From an optimization exercise on the open Yosys and OpenROAD flow, aimed at a short achievable clock period and few clock cycles; shortcuts taken in it are not production practice. Where RTL was checked, it was by simulation tests only, not by an equivalence proof against the original. The clock port is modelled as an ideal driver; clocking choices that lean on that would not hold on a real chip. Power is estimated from default activity; no workload was simulated.

## cpu
module cpu (
	input  logic                       APB_PCLK,
	input  logic                       APB_PRESETn,
	output logic [32-1:0] paddr,
	output logic [32-1:0] pwdata,
	input  logic [32-1:0] prdata,
	output logic                       psel,
	output logic                       penable,
	output logic                       pwrite,
	output logic [3:0]                 pstrb,
	input  logic                       pready,
	output logic                       halted,
	output logic [32-1:0] pc
);
Size in the first run: roughly 5700 cells after synthesis, roughly 140 I/O pins.
clock: 7.0 ns
lec_check: 0
cap_margin: 30
core_margin: 2
core_utilization: 55
setup_slack_margin: 4.3
slew_margin: 30
synth_hierarchical: 1
synth_minimum_keep_size: 0
standard.sh (not shown) runs the stock make flow with config.mk's settings and CLKGATE_MAP_FILE= SYNTH_SCRIPT=/design/flow/synth_recipe.tcl, a recipe that flattens the netlist after the stock synthesis.
==> flow/flow/run.sh <==
#!/bin/bash
# The standard ORFS layout, except that from clock tree synthesis on, the timing repair may
# resize a cell to one of another footprint (the sky130hd platform otherwise limits it to
# same-footprint swaps). Synthesis, floorplan and placement are the standard ones.
set -euo pipefail
bash standard.sh synth > synth.log 2>&1
bash standard.sh place > place.log 2>&1
bash standard.sh MATCH_CELL_FOOTPRINT=0 finish > layout.log 2>&1
The starting point finished clean.
Testbench counts at the start, summed over its fixed seeds: cycles 54,967.
Rerun with:
==> flow/run.sh (new file) <==
#!/bin/bash
# synth_recipe.tcl (not shown) runs the flow's synth.tcl, then flattens the netlist and writes it again
# the make line also repeats each setting of config.mk as NAME=value (left out here)
make -C /OpenROAD-flow-scripts/flow DESIGN_CONFIG=/design/flow/config.mk WORK_HOME=/design/flow/orfs CLKGATE_MAP_FILE= SYNTH_SCRIPT=/design/flow/synth_recipe.tcl finish
- SETUP_SLACK_MARGIN: 4.3 -> 4.6
removed: flow/flow/run.sh
removed: flow/standard.sh
Register-to-register slack improves by 0.08 ns.
Final area came out higher by 4.2%.
Global-route usage came out higher by 1.6 points.
Worst setup slack improves by 0.033 ns.
Combinational power came out higher by 8.3%.
Non-clock buffer count came out higher by 152.
Count of clock-buffer cells in the layout stays the same.
Utilization came out higher by 3.0 points.
Critical path depth came out lower by 1.
Cell count came out higher by 1.8%.
Die area does not change.

---

cpu, a different RTL version from the one above (not shown whole).
For scale: ~5,500 cells after synthesis, ~140 I/O pins, ~70,000 um2 of cells after synthesis.
==> flow/config.mk <==
export PLATFORM = sky130hd
export DESIGN_NAME = cpu
export DESIGN_NICKNAME = cpu
export VERILOG_FILES = /design/flow/design.v
export SDC_FILE = /design/flow/constraint.sdc
export NUM_CORES = 4
export LEC_CHECK = 0
export CAP_MARGIN = 30
export CORE_MARGIN = 2
export CORE_UTILIZATION = 55
export SETUP_SLACK_MARGIN = 4.3
export SLEW_MARGIN = 30
export SYNTH_HIERARCHICAL = 1
export SYNTH_MINIMUM_KEEP_SIZE = 0
==> flow/constraint.sdc <==
create_clock -name core_clock -period 7.0 [get_ports {APB_PCLK}]
set_input_delay 1.4000 -clock core_clock [delete_from_list [all_inputs] [get_ports {APB_PCLK}]]
set_output_delay 1.4000 -clock core_clock [all_outputs]
set_load 0.01 [all_outputs]
==> flow/flow/run.sh <==
#!/bin/bash
# The standard ORFS layout, with gate resizing allowed to change a cell's footprint
# (the sky130hd platform otherwise limits the timing repair to same-footprint swaps).
# The synthesis step is the standard one, unchanged.
set -euo pipefail
bash standard.sh synth > synth.log 2>&1
bash standard.sh MATCH_CELL_FOOTPRINT=0 finish > layout.log 2>&1
The first run finished with timing, DRC and antenna clean.
Testbench counts at the start, summed over its fixed seeds: cycles 54,967.
Edit:
==> flow/run.sh (new file) <==
#!/bin/bash
# synth_recipe.tcl (not shown) runs the flow's synth.tcl, then flattens the netlist and writes it again
# the make line also repeats each setting of config.mk as NAME=value (left out here)
make -C /OpenROAD-flow-scripts/flow DESIGN_CONFIG=/design/flow/config.mk WORK_HOME=/design/flow/orfs CLKGATE_MAP_FILE= SYNTH_SCRIPT=/design/flow/synth_recipe.tcl finish
removed: flow/flow/run.sh
removed: flow/standard.sh
After rerunning:
- The changed run completed without violations
- final cell count came out lower by about 0.5%
- maximum frequency rose by 7.8%
- non-clock buffer count drops by 25
- clock power falls by about 2.6%
- cell area goes down by 0.49%
- area after synthesis does not change
- count of clock-buffer cells in the layout falls by 3
Edit:
==> flow/flow/run.sh (new file) <==
#!/bin/bash
# The standard ORFS layout with two changes to the timing repair: gate resizing may change
# a cell's footprint (the sky130hd platform otherwise limits it to same-footprint swaps),
# and after clock tree synthesis extra repair passes run (flow/post_cts.tcl). The
# synthesis step is the standard one, unchanged.
set -euo pipefail
bash standard.sh synth > synth.log 2>&1
bash standard.sh MATCH_CELL_FOOTPRINT=0 POST_CTS_TCL="$PWD/flow/post_cts.tcl" finish > layout.log 2>&1
==> flow/flow/post_cts.tcl (new file) <==
# Extra setup repair after the standard post-CTS repair, then legalize again
estimate_parasitics -placement
repair_timing -setup -setup_margin $::env(SETUP_SLACK_MARGIN) -repair_tns 100 \
  -max_passes 1000 -verbose
estimate_parasitics -placement
repair_timing -setup -setup_margin $::env(SETUP_SLACK_MARGIN) -repair_tns 100 \
  -sequence "sizeup,swap,buffer" -max_passes 1000 -verbose
detailed_placement
check_placement -verbose
estimate_parasitics -placement
report_worst_slack -max
==> flow/standard.sh (new file) <==
#!/bin/bash
# synth_recipe.tcl (not shown) runs the flow's synth.tcl, then flattens the netlist and writes it again
# the make line also repeats each setting of config.mk as NAME=value (left out here)
make -C /OpenROAD-flow-scripts/flow DESIGN_CONFIG=/design/flow/config.mk WORK_HOME=/design/flow/orfs CLKGATE_MAP_FILE= SYNTH_SCRIPT=/design/flow/synth_recipe.tcl "${@:-finish}"
removed: flow/run.sh
Result: Hold slack stays flat; total power rises slightly; non-clock buffer count rises by 68.

---

== the reference run ==
cpu, a different RTL version from the one above (not shown whole).
For scale: ~5700 cells after synthesis, about 140 I/O pins, about 71000 um2 of cells after synthesis.
## cpu
module cpu (
	input  logic                       APB_PCLK,
	input  logic                       APB_PRESETn,
	output logic [32-1:0] paddr,
	output logic [32-1:0] pwdata,
	input  logic [32-1:0] prdata,
	output logic                       psel,
	output logic                       penable,
	output logic                       pwrite,
	output logic [3:0]                 pstrb,
	input  logic                       pready,
	output logic                       halted,
	output logic [32-1:0] pc
);
export LEC_CHECK = 0
export CAP_MARGIN = 30
export CORE_MARGIN = 2
export CORE_UTILIZATION = 60
export SETUP_SLACK_MARGIN = 4.3
export SLEW_MARGIN = 30
export SYNTH_HIERARCHICAL = 1
export SYNTH_MINIMUM_KEEP_SIZE = 0
create_clock -name core_clock -period 7.0 [get_ports {APB_PCLK}]
run.sh (not shown) runs the stock make flow with config.mk's settings and CLKGATE_MAP_FILE= SYNTH_SCRIPT=/design/flow/synth_recipe.tcl, a recipe that flattens the netlist after the stock synthesis.
Stock flow here: none of the scripts above is used.
## Diff of input files: the trial run against the reference run
Settings: CORE_UTILIZATION: 60 -> 55.
--- outcome ---
Sequential share of layout area came out lower on the trial run than on the reference run. Measured against each other, the trial run and the reference run differ in total routing usage reported by global routing, the higher figure coming from the reference run. In the metrics for the trial run and the reference run, the one carrying the higher quantity of gates resized following cts is the trial run. The reference run → the trial run: final non-filler cell total saw an increase, overall routed net length saw an increase, largest voltage drop on the vdd net saw a decrease.
No functional check of the RTL was part of any run of this note.

-- static timing again, ports no longer ideal --
How much do the figures lean on ideal ports? The routed layouts below were timed once more, with nothing changed but the port constraints. Step 1 assumes that a clkbuf_16 drives the clock port and a buf_2 every other input. Step 2 also shifts input and output timing later by t, the mid clock arrival at the registers, as if the neighbouring blocks saw the same clock. a / b / c = ideal / step 1 / step 2; a / b = the first two.
| run | t, ns | setup WS [ns] | worst setup path at the end | latest minus earliest clock arrival (ns) | worst data-port slew with drivers (ns) |
|---|---|---|---|---|---|
| the first run of note 1 | 0.879 | 4.115 / 4.112 / 3.233 | input to register | 0.062 / 0.063 | 0.10 |
| the second run of note 1 | 0.874 | 4.148 / 4.154 / 3.311 | input to register | 0.064 / 0.064 | 0.10 |
| the first run of note 2 | 0.873 | 3.795 / 3.789 / 2.916 | input to register | 0.047 / 0.048 | 0.26 |
| the second run of note 2 | 0.870 | 4.027 / 3.926 / 3.056 | input to register | 0.040 / 0.040 | 0.36 |
| the third run of note 2 | 0.871 | 3.927 / 3.791 / 2.920 | input to register | 0.033 / 0.034 | 0.33 |
| the reference run | 0.855 | 4.116 / 4.095 / 3.241 | input to register | 0.083 / 0.083 | 0.11 |
| the trial run | 0.881 | 4.169 / 4.159 / 3.291 | input to register | 0.071 / 0.071 | 0.14 |
After both steps every run listed still meets setup and hold. For the third run of note 2, which loses most, drivers alone change the setup slack by -0.136 ns; drivers and shift together by -1.007 ns.
